This design comes from an exercise in tuning for small area on the open sky130 flow, not from production work. In this exercise RTL edits were held to simulation tests only and were not proved equivalent to the original.

==> flow/design.v, too long to show whole: its modules and the start of the top module <==
// module lineWindow: 43 lines
// module convMac: 1895 lines
// module maxPool: 38 lines
// module convPoolTop: 57 lines
module convPoolTop (
    input  logic        clk,
    input  logic        rst,
    input  logic        pixValid,
    input  logic [7:0]  pix,
    input  logic        coefWrite,
    input  logic [3:0]  coefAddr,
    input  logic [15:0] coefData,
    output logic        poolValid,
    output logic [20:0] pool
);
  // ...
==> flow/flow/run.sh <==
#!/bin/bash
# Standard synthesis, then the combinational logic mapped again for area
# (flip-flops kept as synthesis made them), then the standard layout.
set -euo pipefail
R=orfs/results/${FLOW_PLATFORM}/convPoolTop/base
LIB=${FLOW_HOME}/platforms/${FLOW_PLATFORM}/lib/sky130_fd_sc_hd__tt_025C_1v80.lib
bash standard.sh synth > synth.log 2>&1
cp $R/1_2_yosys.v std_1_2_yosys.v
python3 flow/netopt.py $LIB std_1_2_yosys.v opt.v > netopt.log 2>&1
DU=""
for c in $(cat flow/dont_use.txt); do DU="$DU -dont_use $c"; done
cat > remap.ys <<EOS
read_liberty -lib $LIB
read_verilog opt.v
hierarchy -top ${FLOW_TOP}
proc; opt_clean
techmap
opt -fast
abc -liberty $LIB $DU -script flow/remap.abc
opt_clean -purge
hilomap -singleton -hicell sky130_fd_sc_hd__conb_1 HI -locell sky130_fd_sc_hd__conb_1 LO
splitnets
opt_clean -purge
insbuf -buf sky130_fd_sc_hd__buf_4 A X
write_verilog -noattr -noexpr -nohex -nodec remap.v
stat -liberty $LIB
EOS
yosys -s remap.ys > remap.log 2>&1
cp remap.v $R/1_2_yosys.v
rm -f $R/1_synth.odb $R/1_synth.sdc
bash standard.sh "BUFFER_PORTS_ARGS=-buffer_cell sky130_fd_sc_hd__buf_1" finish > layout.log 2>&1
==> flow/flow/dont_use.txt <==
sky130_fd_sc_hd__lpflow_bleeder_1
sky130_fd_sc_hd__lpflow_clkbufkapwr_1
sky130_fd_sc_hd__lpflow_clkbufkapwr_16
sky130_fd_sc_hd__lpflow_clkbufkapwr_2
sky130_fd_sc_hd__lpflow_clkbufkapwr_4
sky130_fd_sc_hd__lpflow_clkbufkapwr_8
sky130_fd_sc_hd__lpflow_clkinvkapwr_1
sky130_fd_sc_hd__lpflow_clkinvkapwr_16
sky130_fd_sc_hd__lpflow_clkinvkapwr_2
sky130_fd_sc_hd__lpflow_clkinvkapwr_4
sky130_fd_sc_hd__lpflow_clkinvkapwr_8
sky130_fd_sc_hd__lpflow_decapkapwr_12
sky130_fd_sc_hd__lpflow_decapkapwr_3
sky130_fd_sc_hd__lpflow_decapkapwr_4
sky130_fd_sc_hd__lpflow_decapkapwr_6
sky130_fd_sc_hd__lpflow_decapkapwr_8
sky130_fd_sc_hd__lpflow_inputiso0n_1
sky130_fd_sc_hd__lpflow_inputiso0p_1
sky130_fd_sc_hd__lpflow_inputiso1n_1
sky130_fd_sc_hd__lpflow_inputiso1p_1
sky130_fd_sc_hd__lpflow_inputisolatch_1
sky130_fd_sc_hd__lpflow_isobufsrc_1
sky130_fd_sc_hd__lpflow_isobufsrc_16
sky130_fd_sc_hd__lpflow_isobufsrc_2
sky130_fd_sc_hd__lpflow_isobufsrc_4
sky130_fd_sc_hd__lpflow_isobufsrc_8
sky130_fd_sc_hd__lpflow_isobufsrckapwr_16
sky130_fd_sc_hd__lpflow_lsbuf_lh_hl_isowell_tap_1
sky130_fd_sc_hd__lpflow_lsbuf_lh_hl_isowell_tap_2
sky130_fd_sc_hd__lpflow_lsbuf_lh_hl_isowell_tap_4
sky130_fd_sc_hd__lpflow_lsbuf_lh_isowell_4
sky130_fd_sc_hd__lpflow_lsbuf_lh_isowell_tap_1
sky130_fd_sc_hd__lpflow_lsbuf_lh_isowell_tap_2
sky130_fd_sc_hd__lpflow_lsbuf_lh_isowell_tap_4
sky130_fd_sc_hd__probe_p_8
sky130_fd_sc_hd__probec_p_8
==> flow/flow/netopt.py <==
#!/usr/bin/env python3
"""Rewrites a mapped flat netlist for re-mapping: full adders get the input/output
polarity that needs the fewest inverters (a full adder of inverted inputs gives
inverted outputs), inverters are dropped, and every other combinational cell
but full and half adders becomes an assign of its liberty function, for abc to
map again. Flip-flops, adders and tie cells stay as they are, with their names.
usage: netopt.py LIB IN.v OUT.v"""
import re, sys, collections

lib_path, in_path, out_path = sys.argv[1:4]

# ---- liberty: pin directions and functions
lib = open(lib_path).read()
cells = {}
for m in re.finditer(r'\n\s*cell \("(\w+)"\)\s*\{', lib):
    start = m.end()
    depth, i = 1, start
    while depth:
        c = lib[i]
        if c == '{': depth += 1
        elif c == '}': depth -= 1
        i += 1
    body = lib[start:i]
    pins = {}
    for pm in re.finditer(r'\n\s*pin \("(\w+)"\)\s*\{', body):
        ps = pm.end(); d, j = 1, ps
        while d:
            c = body[j]
            if c == '{': d += 1
            elif c == '}': d -= 1
            j += 1
        pb = body[ps:j]
        # only top-level attributes of the pin (before nested groups)
        top = re.sub(r'\{[^{}]*\}', '', pb)
        while re.search(r'\{[^{}]*\}', top):
            top = re.sub(r'\{[^{}]*\}', '', top)
        dm = re.search(r'direction\s*:\s*"?(\w+)"?', top)
        fm = re.search(r'function\s*:\s*"([^"]*)"', top)
        pins[pm.group(1)] = (dm.group(1) if dm else None, fm.group(1) if fm else None)
    ff = bool(re.search(r'\n\s*(ff|latch|statetable)\s*\(', body))
    cells[m.group(1)] = (pins, ff)

# ---- netlist
src = open(in_path).read()
hdr = re.search(r'module\s+(\w+)\s*\((.*?)\);', src, re.S)
top = hdr.group(1)
portlist = hdr.group(2)
decls = re.findall(r'^\s*(input|output)\s*(\[\d+:\d+\])?\s*([^;]+?)\s*;', src, re.M)
ports = []
for d, rng, name in decls:
    ports.append((d, rng or '', name.strip()))
NET = r'(\\\S+\s|[A-Za-z_][\w$]*(?:\[\d+\])?|\d+\'[bh][0-9a-fA-FxXzZ]+)'
insts = []
for m in re.finditer(r'^\s*(sky130_fd_sc_hd__\w+)\s+(\\\S+\s|[A-Za-z_][\w$]*)\s*\((.*?)\);', src, re.M | re.S):
    typ, name, body = m.group(1), m.group(2).strip(), m.group(3)
    conns = {}
    for pm in re.finditer(r'\.(\w+)\(\s*' + NET + r'\s*\)', body):
        conns[pm.group(1)] = pm.group(2).strip()
    insts.append([typ, name, conns])
assert 'assign' not in src, 'assigns not handled'

def is_inv(t): return re.match(r'sky130_fd_sc_hd__(clk)?inv_\d+$', t) is not None
def is_buf(t): return re.match(r'sky130_fd_sc_hd__(clk)?buf_\d+$', t) is not None
def is_fa(t): return re.match(r'sky130_fd_sc_hd__fa_\d+$', t) is not None
def outs_of(t): return [p for p, (d, f) in cells[t][0].items() if d == 'output']

driver = {}
loads = collections.defaultdict(list)
for idx, (t, n, c) in enumerate(insts):
    o = outs_of(t)
    for p, net in c.items():
        if p in o: driver[net] = (idx, p)
        else: loads[net].append((idx, p))
portnets = set()
outports = set()
for d, rng, name in ports:
    if rng:
        hi, lo = map(int, rng[1:-1].split(':'))
        bits = [f'{name}[{k}]' for k in range(lo, hi + 1)]
    else:
        bits = [name]
    portnets.update(bits)
    if d == 'output': outports.update(bits)

# literal of a net through inverters and buffers: (root, parity)
def lit(net):
    par = 0
    seen = 0
    while net in driver and seen < 100:
        idx, p = driver[net]
        t = insts[idx][0]
        if is_inv(t): par ^= 1; net = insts[idx][2]['A']
        elif is_buf(t): net = insts[idx][2]['A']
        else: break
        seen += 1
    return net, par

fas = [i for i, x in enumerate(insts) if is_fa(x[0])]
faout = {}   # net -> fa index
for i in fas:
    for p in ('SUM', 'COUT'):
        if p in insts[i][2]: faout[insts[i][2][p]] = i
pol = {i: 0 for i in fas}

# uses of roots: (root, parity, user fa or None)
def fa_inputs(i):
    return [lit(insts[i][2][p]) for p in ('A', 'B', 'CIN')]
other_uses = []   # literals needed by non-fa, non-inverter/buffer cells and ports
for idx, (t, n, c) in enumerate(insts):
    if is_fa(t) or is_inv(t) or is_buf(t): continue
    o = outs_of(t)
    for p, net in c.items():
        if p not in o: other_uses.append(lit(net))
for net in outports:
    other_uses.append(lit(net))

def cost():
    need = set()
    for i in fas:
        for r, par in fa_inputs(i):
            q = pol[faout[r]] if r in faout else 0
            if par ^ pol[i] ^ q: need.add((r,))
    oc = 0
    for r, par in other_uses:
        q = pol[faout[r]] if r in faout else 0
        if par ^ q and (r, 'o') not in need: need.add((r, 'o'))
    return len(need)

# greedy local search with incremental evaluation per fa neighbourhood
users = collections.defaultdict(list)
for i in fas:
    for r, par in fa_inputs(i):
        users[r].append(i)
otheruse_by_root = collections.defaultdict(list)
for r, par in other_uses:
    otheruse_by_root[r].append(par)
fain = {i: fa_inputs(i) for i in fas}

def comb_root(r):
    if r not in driver: return False
    t = insts[driver[r][0]][0]
    pins, ff = cells[t]
    return not ff and not is_fa(t) and not re.match(r'sky130_fd_sc_hd__(ha|conb)_', t)
combr = {}
def root_cost(r):
    # 1 if some fa input needs r inverted (physically), + 0.6 if non-fa use needs it
    if r not in combr: combr[r] = comb_root(r)
    w = 0.2 if combr[r] else 1
    q = pol[faout[r]] if r in faout else 0
    c = 0
    if any(par ^ pol[i] ^ q for i in users[r] for (rr, par) in fain[i] if rr == r): c += w
    elif any(par ^ q for par in otheruse_by_root[r]): c += 0.6
    return c

def local(i):
    rs = set(r for r, par in fain[i])
    for p in ('SUM', 'COUT'):
        if p in insts[i][2]: rs.add(insts[i][2][p])
    return sum(root_cost(r) for r in rs)

before = cost()
for it in range(20):
    changed = 0
    for i in fas:
        c0 = local(i)
        pol[i] ^= 1
        c1 = local(i)
        if c1 < c0: changed += 1
        else: pol[i] ^= 1
    if not changed: break
after = cost()
print(f'fa {len(fas)} flipped {sum(pol.values())} inverted roots {before} -> {after}', file=sys.stderr)

# ---- emit
out = []
wires = set()
assigns = []
newc = [0]
def fresh(base):
    newc[0] += 1
    return f'_no{newc[0]}_'
phys = {}    # root -> (net, q)
def physof(r):
    if r in faout and pol[faout[r]]:
        return phys[r]
    return (r, 0)
for i in fas:
    if pol[i]:
        for p in ('SUM', 'COUT'):
            if p in insts[i][2]:
                r = insts[i][2][p]
                nn = fresh(r); wires.add(nn)
                phys[r] = (nn, 1)
invnet = {}
def literal_net(r, par):
    net, q = physof(r)
    if par == q: return net
    if net not in invnet:
        nn = fresh(net); wires.add(nn)
        assigns.append(f'  assign {nn} = ~{net}{" " if net.startswith(chr(92)) else ""};')
        invnet[net] = nn
    return invnet[net]

keep = []
for idx, (t, n, c) in enumerate(insts):
    if is_inv(t) or is_buf(t):
        continue
    if is_fa(t):
        nc = {}
        for p in ('A', 'B', 'CIN'):
            r, par = lit(c[p])
            nc[p] = literal_net(r, par ^ pol[idx])
        for p in ('SUM', 'COUT'):
            if p in c:
                nc[p] = phys[c[p]][0] if pol[idx] else c[p]
        keep.append((t, n, nc))
        continue
    pins, ff = cells[t]
    o = outs_of(t)
    funcs = [pins[p][1] for p in o]
    if ff or any(f is None for f in funcs) or re.match(r'sky130_fd_sc_hd__(ha|conb)_', t):
        nc = {}
        for p, net in c.items():
            nc[p] = net if p in o else literal_net(*lit(net))
        keep.append((t, n, nc))
        continue
    for p in o:
        if p not in c: continue
        f = pins[p][1]
        def sub(mm):
            v = literal_net(*lit(c[mm.group(0)]))
            return v + ' ' if v.startswith('\\') else v
        e = re.sub(r'\b[A-Za-z_]\w*\b', sub, f)
        e = e.replace('!', '~').replace('+', '|').replace('*', '&')
        e = re.sub(r'(\\\S+)\s', r'\1 ', e)
        lhs = c[p] + ' ' if c[p].startswith('\\') else c[p]
        assigns.append(f'  assign {lhs} = {e};')

# nets that were driven by dropped inverters/buffers but still needed by name:
# output ports and the logical value of flipped adder outputs
for net in sorted(outports):
    r, par = lit(net)
    ln = literal_net(r, par)
    if ln != net:
        assigns.append(f'  assign {net} = {ln}{" " if ln.startswith(chr(92)) else ""};')
for r, (nn, q) in phys.items():
    # the logical net, if anything refers to it by name in the kept logic
    pass

def declnet(n):
    return n if n.startswith('\\') else n
used = set()
for t, n, c in keep:
    used.update(c.values())
for a in assigns:
    for x in re.findall(r'(\\\S+\s|[A-Za-z_][\w$]*(?:\[\d+\])?)', a[len('  assign '):]):
        used.add(x.strip())
out.append(f'module {top}({portlist});')
for d, rng, name in ports:
    out.append(f'  {d} {rng} {name};')
for w in sorted(used - portnets):
    if w.startswith('\\'): out.append(f'  wire {w} ;')
    elif re.match(r'[A-Za-z_][\w$]*$', w): out.append(f'  wire {w};')
for t, n, c in keep:
    pc = ', '.join(f'.{p}({v}{" " if v.startswith(chr(92)) else ""})' for p, v in c.items())
    nn = n + ' ' if n.startswith('\\') else n
    out.append(f'  {t} {nn} ({pc});')
out += assigns
out.append('endmodule')
open(out_path, 'w').write('\n'.join(out) + '\n')
==> flow/flow/remap.abc <==
strash
dch
amap
topo
==> flow/standard.sh <==
#!/bin/bash
# synth_recipe.tcl (not shown) runs the flow's synth.tcl, then flattens the netlist and writes it again
# the make line also repeats each setting of config.mk as NAME=value (left out here)
make -C /OpenROAD-flow-scripts/flow DESIGN_CONFIG=/design/flow/config.mk WORK_HOME=/design/flow/orfs CLKGATE_MAP_FILE= SYNTH_SCRIPT=/design/flow/synth_recipe.tcl "${@:-finish}"
==> flow/config.mk <==
export PLATFORM = sky130hd
export DESIGN_NAME = convPoolTop
export DESIGN_NICKNAME = convPoolTop
export VERILOG_FILES = /design/flow/design.v
export SDC_FILE = /design/flow/constraint.sdc
export NUM_CORES = 4
export LEC_CHECK = 0
export ABC_AREA = 1
export CAP_MARGIN = 20
export CORE_MARGIN = 2
export CORE_UTILIZATION = 40
export CTS_BUF_LIST = sky130_fd_sc_hd__clkbuf_8
export CTS_CLUSTER_DIAMETER = 60
export CTS_CLUSTER_SIZE = 15
export GPL_TIMING_DRIVEN = 0
export SLEW_MARGIN = 20
==> flow/constraint.sdc <==
create_clock -name core_clock -period 7.5 [get_ports {clk}]
set_input_delay 1.5000 -clock core_clock [delete_from_list [all_inputs] [get_ports {clk}]]
set_output_delay 1.5000 -clock core_clock [all_outputs]
set_load 0.01 [all_outputs]
==> reports/qor.txt, run 1 <==
===========================================================================
Outcome                                                        complete, no violations
Critical path start-end classification                         flip-flop to flip-flop
TritonCTS Sinks                                                         320
Std-Cell Core Area                                              58900 sq um
Tot GR Track Use                                                      0.264
Critical Path Source Type                                         flip-flop
Detailed-route wire length                                     78300 microns
Share of the cycle needed by the critical path after routing          0.977
Number of ordinary inverters in the final layout                        252
# fillers                                                              5326
TritonCTS clock tree                                                    yes
Largest cell class by area                                     multi-input gates
Most used cell along the critical path                                 fa_1
Final HPWL DP                                                  61100 microns
Number of nets with antenna violations after routing                      0
Setup violation total in the final timing report                          0
Count of synthesis-stage warnings from yosys                              3
Multi-input gate share of the layout cell area                        0.525
Deepest level of the CTS H-tree                                           2
Number of remaining DRC errors                                            0
Number of CTS-inserted buffers                                           37
Area of the multi-input gates                                   14600 sq um
Length of the first detailed-routing pass in iterations                   5
Port buffer count                                                        53
Hold Path Origin                                               uConvMac.convLast
Global route overflow                                                     0
Initial cell density of the core                                      0.403
1st-iter DRT viols                                                     1942
Seq Cell Count                                                          320
Number of multi-input logic gates                                      1564
===========================================================================
==> run 2: changes to the inputs <==
--- a/flow/design.v
+++ b/flow/design.v
@@ -779,17 +779,17 @@
     logic fs345, fc345;
     logic fs346, fc346;
     logic fs347, fc347;
     logic fs348, fc348;
     logic fs349, fc349;
     logic fs350, fc350;
     logic fs351, fc351;
     logic fs352, fc352;
-    logic [18:0] rowA, rowB, sum;
+    logic [18:0] rowA, rowB, sumA, sumB;
     assign bk0_0_one = kernel[0] ^ 1'b0;
     assign bk0_0_two = (kernel[1] & ~kernel[0] & ~1'b0) | (~kernel[1] & kernel[0] & 1'b0);
     assign bk0_0_neg = kernel[1];
     assign pp0_0_0 = ((bk0_0_one & win[0])) ^ bk0_0_neg;
     assign pp0_0_1 = ((bk0_0_one & win[1]) | (bk0_0_two & win[0])) ^ bk0_0_neg;
     assign pp0_0_2 = ((bk0_0_one & win[2]) | (bk0_0_two & win[1])) ^ bk0_0_neg;
     assign pp0_0_3 = ((bk0_0_one & win[3]) | (bk0_0_two & win[2])) ^ bk0_0_neg;
     assign pp0_0_4 = ((bk0_0_one & win[4]) | (bk0_0_two & win[3])) ^ bk0_0_neg;
@@ -1921,23 +1921,39 @@
     assign fs350 = fc343 ^ fs349 ^ fc344;
     assign fc350 = (fc343 & fs349) | (fc343 & fc344) | (fs349 & fc344);
     assign fs351 = fc345 ^ fc346 ^ fc347;
     assign fc351 = (fc345 & fc346) | (fc345 & fc347) | (fc346 & fc347);
     assign fs352 = fc348 ^ fs351 ^ fc349;
     assign fc352 = (fc348 & fs351) | (fc348 & fc349) | (fs351 & fc349);
     assign rowA = {1'b1, fc351, fs352, fs350, fs344, fc319, fs319, fc276, fs276, fs247, fs215, fs179, fs143, fs107, fs80, fs53, fs35, fs17, fs8};
     assign rowB = {1'b0, fc352, fc350, 1'b0, fc333, fs333, fc299, fs299, fc247, 1'b0, fc179, 1'b0, 1'b0, 1'b0, 1'b0, 1'b0, 1'b0, 1'b0, 1'b0};
-    assign sum = rowA + rowB;
+    logic [7:0] carryBits;
+    assign carryBits = {rowB[17], rowB[16], rowB[14], rowB[13], rowB[12], rowB[11], rowB[10], rowB[8]};
+    assign sumA[18] = 1'b1;
+    assign convValue = sumA + sumB;
+    logic [8-1:0] sumBBits;
+    always_ff @(posedge clk) sumBBits <= carryBits;
+    always_comb begin
+        sumB = '0;
+        sumB[8] = sumBBits[0];
+        sumB[10] = sumBBits[1];
+        sumB[11] = sumBBits[2];
+        sumB[12] = sumBBits[3];
+        sumB[13] = sumBBits[4];
+        sumB[14] = sumBBits[5];
+        sumB[16] = sumBBits[6];
+        sumB[17] = sumBBits[7];
+    end
     always_ff @(posedge clk) begin
         if (rst) convValid <= 1'b0;
         else     convValid <= winValid;
     end
     always_ff @(posedge clk) begin
-        convValue <= sum;
+        sumA[17:0] <= rowA[17:0];
         convXodd  <= winXodd;
         convYodd  <= winYodd;
         convLast  <= winLast;
     end
 endmodule
 `timescale 1ns/1ps
 module maxPool (
     input  logic        clk,
--- a/flow/config.mk
+++ b/flow/config.mk
@@ -7,10 +7,9 @@
 export LEC_CHECK = 0
 export ABC_AREA = 1
 export CAP_MARGIN = 20
 export CORE_MARGIN = 2
 export CORE_UTILIZATION = 40
 export CTS_BUF_LIST = sky130_fd_sc_hd__clkbuf_8
 export CTS_CLUSTER_DIAMETER = 60
 export CTS_CLUSTER_SIZE = 15
-export GPL_TIMING_DRIVEN = 0
 export SLEW_MARGIN = 20
==> reports/qor.txt, run 2 <==
====================================================================================================
Outcome                                                                                 complete, no violations   unchanged
Share of the cycle needed by the critical path after routing                                   0.915   was 0.977
Register ranked first by flip-flop count                                                uLineWindow.hist   unchanged
Worst setup skew after layout                                                              0.0350 ns   was 0.0474 ns
Global route overflow                                                                              0   unchanged
Global placement routability congestion                                                        0.941   was 0.983
Clock insertion delay at the later pin of the skew report                                    0.63 ns   was 0.64 ns
Data required time at the worst endpoint                                                     8.00 ns   was 8.04 ns
Nets                                                                                            2690   was 2742
Final core utilization                                                                         0.443   was 0.472
Detailed-routed wire length on met3                                                     5290 microns   was 6400 microns
Count of synthesis-stage warnings from yosys                                                       3   unchanged
Startpoint of the most critical register-to-register path                               uConvMac.kernel[1]   unchanged
Clock-pin slew reported for the worst setup and hold paths after clock tree synthesis        0.09 ns   was 0.10 ns
Count of hold-fix buffers inserted at cts                                                          0   unchanged
Arrival time worst endpoint                                                                  7.36 ns   was 7.87 ns
Final Hold Fails                                                                                   0   unchanged
Total negative slack for setup checks                                                           0 ns   unchanged
Met1 layer wirelength in the final routing                                              34800 microns   was 32400 microns
Antenna violations before repair                                                                   6   was 7
Total count of max-transition violations in the final report                                       0   unchanged
Worst slew margin relative to its limit                                                        0.258   was 0.312
Via-per-instance ratio                                                                          5.65   was 5.73
Number of nets with antenna violations after routing                                               0   unchanged
Floorplan die area                                                                       61700 sq um   was 61300 sq um
Width of the die                                                                         248 microns   about the same
Length of the first detailed-routing pass in iterations                                            6   was 5
Initial cell density of the core                                                               0.405   was 0.403
Area growth from synthesis to layout                                                           9.33%   was 17.0%
Worst reg2reg path depth                                                                          16   was 27
Fraction of layout instances using a drive strength above 1                                   0.0431   was 0.175
Placed instance area                                                                     25300 sq um   was 25100 sq um
Net Count, Synth                                                                                2566   was 2556
Post-route cell area                                                                     26100 sq um   was 27800 sq um
Count of boundary I/O pins                                                                        54   unchanged
Std-Cell Core Area                                                                       59000 sq um   was 58900 sq um
Largest delay contributor family on the critical path                                    adder cells   unchanged
Critical Path Source Type                                                                  flip-flop   unchanged
Deepest level of the CTS H-tree                                                                    2   unchanged
Tot GR Track Use                                                                               0.258   was 0.264
Most common library cell in the layout ignoring fill and taps                                   fa_1   unchanged
Maximum fanout count along the critical path                                                      11   was 8
Clock period minus worst slack                                                               6.86 ns   was 7.33 ns
Row cnt                                                                                           89   unchanged
Hold Path Origin                                                                        uConvMac.convLast   unchanged
Endpoint of the worst-slack reg-to-reg timing path                                      uConvMac.sumA[7]   was uConvMac.convValue[15]
Transition time at the pin with the least slew margin                                        1.11 ns   was 1.03 ns
Highest-delay cell along the critical path                                                  edfxtp_1   was fa_1
Worst Hold Margin                                                                           0.334 ns   about the same
Unrepaired setup endpoints after global routing                                                   no   was yes
Port buffer count                                                                                 53   unchanged
Highest metal layer used by the detailed router                                                 met4   unchanged
Crit path capture type                                                                     flip-flop   unchanged
Detailed-route wire length                                                              78600 microns   was 78300 microns
Number of global-route vias before repair                                                      16800   was 17700
Wire length of the first global-routing pass                                            116000 microns   about the same
Setup violation total in the final timing report                                                   0   unchanged
Amount of wire on met2 after detailed routing                                           36200 microns   was 36300 microns
Total of max-cap violations                                                                        0   unchanged
Critical path start-end classification                                                  flip-flop to flip-flop   unchanged
Avg Cell Area, Syn                                                                        11.1 sq um   about the same
Number of buffers and inverters on the critical path                                               2   was 7
Root buf cell                                                                               clkbuf_8   unchanged
Post-CTS Repair Setup Buffers                                                                      0   was 44
1st-iter DRT viols                                                                              2116   was 1942
Worst min-delay path endpoint                                                           uMaxPool.last   unchanged
Die boundary height                                                                      248 microns   about the same
Leading registers by flop count                                                         uLineWindow.hist x144, uConvMac.kernel x72   unchanged
Routed length per instance                                                              25.6 microns   was 25.1 microns
TritonCTS clock tree                                                                             yes   unchanged
TritonCTS Sinks                                                                                  327   was 320
Gates resized, CTS repair                                                                          0   was 175
Hold path depth                                                                                    0   unchanged
Flop2flop setup slack                                                                        0.64 ns   was 0.17 ns
Final Non-Filler Cells                                                                          3069   was 3124
Vias after detailed routing                                                                    17300   was 17900
Largest incremental delay on the critical path                                               0.57 ns   was 0.55 ns
Final HPWL DP                                                                           63300 microns   was 61100 microns
Most used cell along the critical path                                                          fa_1   unchanged
List of cells traversed by the critical path                                            clkinv_1 > nor2b_1 > or2_0 > o22ai_1 > o21ai_0 > fa_1 > fa_1 > fa_1 > fa_1 > clkinv_1 > fa_1 > fa_1 > fa_1 > fa_1 > fa_1 > fa_1
Total instance count after detailed placement                                                   3006   was 2972
Maximum clock path buffer count                                                                    3   unchanged
Number of standard cells after synthesis                                                        2148   was 2138
Pin count of the biggest net entering global routing                                              63   was 36
Commonest non-fill, non-tap cells in the layout                                         350 x fa_1, 309 x o22ai_1, 289 x edfxtp_1, 259 x nor2_1, 246 x clkinv_1   was 317 x fa_1, 289 x edfxtp_1, 255 x o22ai_1, 252 x nor2_1, 214 x clkinv_1
Type of the tightest min-delay check                                                    flip-flop to flip-flop   unchanged
Syn Std Cell Area                                                                        23900 sq um   was 23700 sq um
Max FFs per register                                                                             144   unchanged
Max frequency                                                                                146 MHz   was 136 MHz
Number of CTS-inserted buffers                                                                    37   unchanged
Number of remaining DRC errors                                                                     0   unchanged
====================================================================================================
## run 2: per-layer routing
layer | track usage | vias up
li1 | - | 7985
met1 | 0.375 | 8586
met2 | 0.406 | 665
met3 | 0.0376 | 113
met4 | 0.0722 | 0
met5 | 0 | -
## run 2: worst max path at each step
stage	from	to	slack (ns)	cells after the start
floorplan	uConvMac.kernel[1]	uConvMac.sumA[7]	1.30	16
global placement	uConvMac.kernel[1]	uConvMac.sumA[7]	0.75	16
detailed placement	uConvMac.kernel[1]	uConvMac.sumA[7]	0.68	16
CTS	uConvMac.kernel[1]	uConvMac.sumA[7]	0.66	16
global route	uConvMac.kernel[1]	uConvMac.sumA[7]	0.29	16
finish	uConvMac.kernel[1]	uConvMac.sumA[7]	0.64	16
## run 2: per-stage QoR
| stage | worst slack, ns |
|---|---|
| after floorplan | 1.30 |
| after global placement | 0.753 |
| after detailed placement | 0.680 |
| after CTS | 0.665 |
| after global routing | 0.294 |
| final | 0.636 |
## run 2: cell type report
class	instances	area [sq um]
fillers	5546	32900
clock buffers	39	537
inverters	246	923
flip-flops and latches	327	9440
multi-input cells	1573	13500
well taps	773	967
diodes	1	2.50
clock inverters	23	255
repair buffers	87	460
==> run 3: changes to the inputs <==
--- a/flow/flow/netopt.py
+++ b/flow/flow/netopt.py
@@ -160,4 +160,36 @@
 
 before = cost()
+# parity union-find over adders: an adder-to-adder edge of parity par wants
+# pol[src] ^ pol[dst] == par, which needs no inverter
+parent = {i: i for i in fas}
+rel = {i: 0 for i in fas}      # parity to parent
+def find(x):
+    if parent[x] == x: return x, 0
+    r, pr = find(parent[x])
+    parent[x] = r; rel[x] ^= pr
+    return r, rel[x]
+import sys as _s
+_s.setrecursionlimit(10000)
+conflicts = 0
+for i in fas:
+    for r, par in fain[i]:
+        if r in faout:
+            g = faout[r]
+            ri, pi = find(i); rg, pg = find(g)
+            if ri == rg:
+                if pi ^ pg != par: conflicts += 1
+            else:
+                parent[ri] = rg; rel[ri] = pi ^ pg ^ par
+comps = collections.defaultdict(list)
+for i in fas:
+    r, pr = find(i)
+    comps[r].append((i, pr))
+for r, members in comps.items():
+    best = None
+    for flip in (0, 1):
+        for i, pr in members: pol[i] = pr ^ flip
+        c = sum(local(i) for i, pr in members)
+        if best is None or c < best[0]: best = (c, flip)
+    for i, pr in members: pol[i] = pr ^ best[1]
 for it in range(20):
     changed = 0
@@ -170,4 +202,5 @@
     if not changed: break
 after = cost()
+print(f'components {len(comps)} conflicts {conflicts}', file=sys.stderr)
 print(f'fa {len(fas)} flipped {sum(pol.values())} inverted roots {before} -> {after}', file=sys.stderr)
 
--- a/flow/config.mk
+++ b/flow/config.mk
@@ -10,6 +10,6 @@
 export CORE_MARGIN = 2
 export CORE_UTILIZATION = 40
-export CTS_BUF_LIST = sky130_fd_sc_hd__clkbuf_8
-export CTS_CLUSTER_DIAMETER = 60
-export CTS_CLUSTER_SIZE = 15
+export CTS_BUF_LIST = sky130_fd_sc_hd__clkbuf_16
+export CTS_CLUSTER_DIAMETER = 100
+export CTS_CLUSTER_SIZE = 30
 export SLEW_MARGIN = 20
==> reports/qor.txt, run 3 <==
====================================================================================================
Worst slew margin relative to its limit                                                        0.318   was 0.258
Die boundary height                                                                      247 microns   was 248 microns
Net Count, Synth                                                                                2496   was 2566
Share of the cycle needed by the critical path after routing                                   0.907   was 0.915
Highest-delay cell along the critical path                                                  edfxtp_1   unchanged
Clock period minus worst slack                                                               6.80 ns   was 6.86 ns
TritonCTS Sinks                                                                                  327   unchanged
Clock-pin slew reported for the worst setup and hold paths after clock tree synthesis        0.12 ns   was 0.09 ns
Global route overflow                                                                              0   unchanged
Final Non-Filler Cells                                                                          2960   was 3069
Number of CTS-inserted buffers                                                                    18   was 37
Gates resized, CTS repair                                                                          0   unchanged
Total count of max-transition violations in the final report                                       0   unchanged
Critical path start-end classification                                                  flip-flop to flip-flop   unchanged
Wire length of the first global-routing pass                                            109000 microns   was 116000 microns
Max frequency                                                                                147 MHz   was 146 MHz
List of cells traversed by the critical path                                            clkinv_1 > nor2b_1 > or2_0 > nor2_1 > a21oi_1 > fa_1 > fa_1 > fa_1 > fa_1 > fa_1 > fa_1 > fa_1 > fa_1 > fa_1 > fa_1   was clkinv_1 > nor2b_1 > or2_0 > o22ai_1 > o21ai_0 > fa_1 > fa_1 > fa_1 > fa_1 > clkinv_1 > fa_1 > fa_1 > fa_1 > fa_1 > fa_1 > fa_1
Nets                                                                                            2595   was 2690
Fraction of layout instances using a drive strength above 1                                   0.0293   was 0.0431
Critical Path Source Type                                                                  flip-flop   unchanged
Max FFs per register                                                                             144   unchanged
Most common library cell in the layout ignoring fill and taps                                   fa_1   unchanged
Routed length per instance                                                              25.3 microns   was 25.6 microns
Type of the tightest min-delay check                                                    flip-flop to flip-flop   unchanged
Total negative slack for setup checks                                                           0 ns   unchanged
Largest incremental delay on the critical path                                               0.69 ns   was 0.57 ns
Final Hold Fails                                                                                   0   unchanged
Pin count of the biggest net entering global routing                                              67   was 63
Maximum clock path buffer count                                                                    3   unchanged
Largest delay contributor family on the critical path                                    adder cells   unchanged
Length of the first detailed-routing pass in iterations                                            5   was 6
Count of synthesis-stage warnings from yosys                                                       3   unchanged
Register ranked first by flip-flop count                                                uLineWindow.hist   unchanged
Total instance count after detailed placement                                                   2930   was 3006
Total of max-cap violations                                                                        0   unchanged
Tot GR Track Use                                                                               0.251   was 0.258
Area growth from synthesis to layout                                                           8.69%   was 9.33%
Syn Std Cell Area                                                                        23600 sq um   was 23900 sq um
Port buffer count                                                                                 53   unchanged
Count of boundary I/O pins                                                                        54   unchanged
Root buf cell                                                                              clkbuf_16   was clkbuf_8
Number of nets with antenna violations after routing                                               0   unchanged
Outcome                                                                                 complete, no violations   unchanged
Leading registers by flop count                                                         uLineWindow.hist x144, uConvMac.kernel x72   unchanged
Number of buffers and inverters on the critical path                                               1   was 2
Number of global-route vias before repair                                                      16500   was 16800
Most used cell along the critical path                                                          fa_1   unchanged
Crit path capture type                                                                     flip-flop   unchanged
Avg Cell Area, Syn                                                                        11.4 sq um   was 11.1 sq um
Setup violation total in the final timing report                                                   0   unchanged
Std-Cell Core Area                                                                       58700 sq um   was 59000 sq um
Antenna violations before repair                                                                   4   was 6
Vias after detailed routing                                                                    17200   was 17300
Data required time at the worst endpoint                                                     7.98 ns   was 8.00 ns
Post-route cell area                                                                     25700 sq um   was 26100 sq um
Deepest level of the CTS H-tree                                                                    1   was 2
Number of standard cells after synthesis                                                        2078   was 2148
Post-CTS Repair Setup Buffers                                                                      0   unchanged
Detailed-route wire length                                                              75000 microns   was 78600 microns
Maximum fanout count along the critical path                                                      15   was 11
Commonest non-fill, non-tap cells in the layout                                         350 x fa_1, 309 x o22ai_1, 289 x edfxtp_1, 208 x nand2_1, 208 x nor2_1   was 350 x fa_1, 309 x o22ai_1, 289 x edfxtp_1, 259 x nor2_1, 246 x clkinv_1
Initial cell density of the core                                                               0.402   was 0.405
Global placement routability congestion                                                         1.01   was 0.941
Arrival time worst endpoint                                                                  7.28 ns   was 7.36 ns
Floorplan die area                                                                       61000 sq um   was 61700 sq um
Via-per-instance ratio                                                                          5.81   was 5.65
Placed instance area                                                                     25000 sq um   was 25300 sq um
Transition time at the pin with the least slew margin                                        1.02 ns   was 1.11 ns
Number of remaining DRC errors                                                                     0   unchanged
Clock insertion delay at the later pin of the skew report                                    0.58 ns   was 0.63 ns
Width of the die                                                                         247 microns   was 248 microns
TritonCTS clock tree                                                                             yes   unchanged
Count of hold-fix buffers inserted at cts                                                          0   unchanged
Worst setup skew after layout                                                              0.0385 ns   was 0.0350 ns
Row cnt                                                                                           89   unchanged
Unrepaired setup endpoints after global routing                                                   no   unchanged
1st-iter DRT viols                                                                              2023   was 2116
Final HPWL DP                                                                           61300 microns   was 63300 microns
====================================================================================================
==> run 3: metrics by stage <==
stage	hold WS, ns	setup WS (ns)	util
after detailed placement	0.322	0.705	0.426
after global placement	0.314	0.820	0.426
after floorplan	0.310	1.34	-
after CTS	0.348	0.710	0.437
final	0.346	0.697	0.437
after global routing	0.356	0.400	0.437
==> run 3: path summary, 6_finish.rpt <==
check                      startpoint                to  slack (ns)  cells past startpoint
hold reg to reg     uConvMac.convLast     uMaxPool.last        0.35                      0
setup / recovery  uConvMac.kernel[57]  uConvMac.sumA[7]        0.70                     15
hold / removal      uConvMac.convLast     uMaxPool.last        0.35                      0
setup reg to reg  uConvMac.kernel[57]  uConvMac.sumA[7]        0.70                     15
==> run 3: final cells by class <==
type | count | area [sq um]
Inverter | 175 | 657
Antenna cell | 1 | 2.50
Clock buffer | 19 | 475
Tap cell | 773 | 967
Fill cell | 5398 | 33000
Timing Repair Buffer | 81 | 413
Clock inverter | 10 | 183
Sequential cell | 327 | 9440
Multi-Input combinational cell | 1574 | 13500
==> run 3: metal layers <==
layer,vias up,GRT usage,wire length (microns),share of wire
met3,126,0.0352,5980,0.080
met5,-,0,0,0
met4,0,0.0725,2270,0.030
met2,757,0.403,35300,0.47
met1,8522,0.354,31400,0.42
li1,7795,-,-,-
==> run 3: worst reg2reg max path: stages, from the launching register on <==
cell and delay, ns:
edfxtp_1 0.69, clkinv_1 0.35, nor2b_1 0.27, or2_0 0.41, nor2_1 0.12, a21oi_1 0.40
fa_1 0.52, fa_1 0.42, fa_1 0.44, fa_1 0.53, fa_1 0.43, fa_1 0.48
fa_1 0.43, fa_1 0.39, fa_1 0.39, fa_1 0.43

[what the ideal ports hide]
Ports are ideal in the flow. The routed layouts listed here were re-timed in OpenROAD.
Step 1 sets driving cells, clkbuf_16 on the clock port and buf_2 on the other inputs (assumed; they add their load-dependent delay and slew).
Step 2 also shifts input and output timing later by t, the mid clock arrival at the registers, as if the neighbouring blocks saw the same clock.
Slacks: no drivers / after step 1 / after step 2; pairs: no drivers / after step 1.
| run | t, ns | setup slack, ns | worst register clock-pin slew, ns |
|---|---|---|---|
| run 1 | 0.679 | 0.172 / 0.172 / 0.172 | 0.10 / 0.10 |
| run 2 | 0.677 | 0.636 / 0.636 / 0.636 | 0.10 / 0.10 |
| run 3 | 0.629 | 0.697 / 0.697 / 0.697 | 0.12 / 0.12 |
After both steps setup and hold are still met in every run listed.
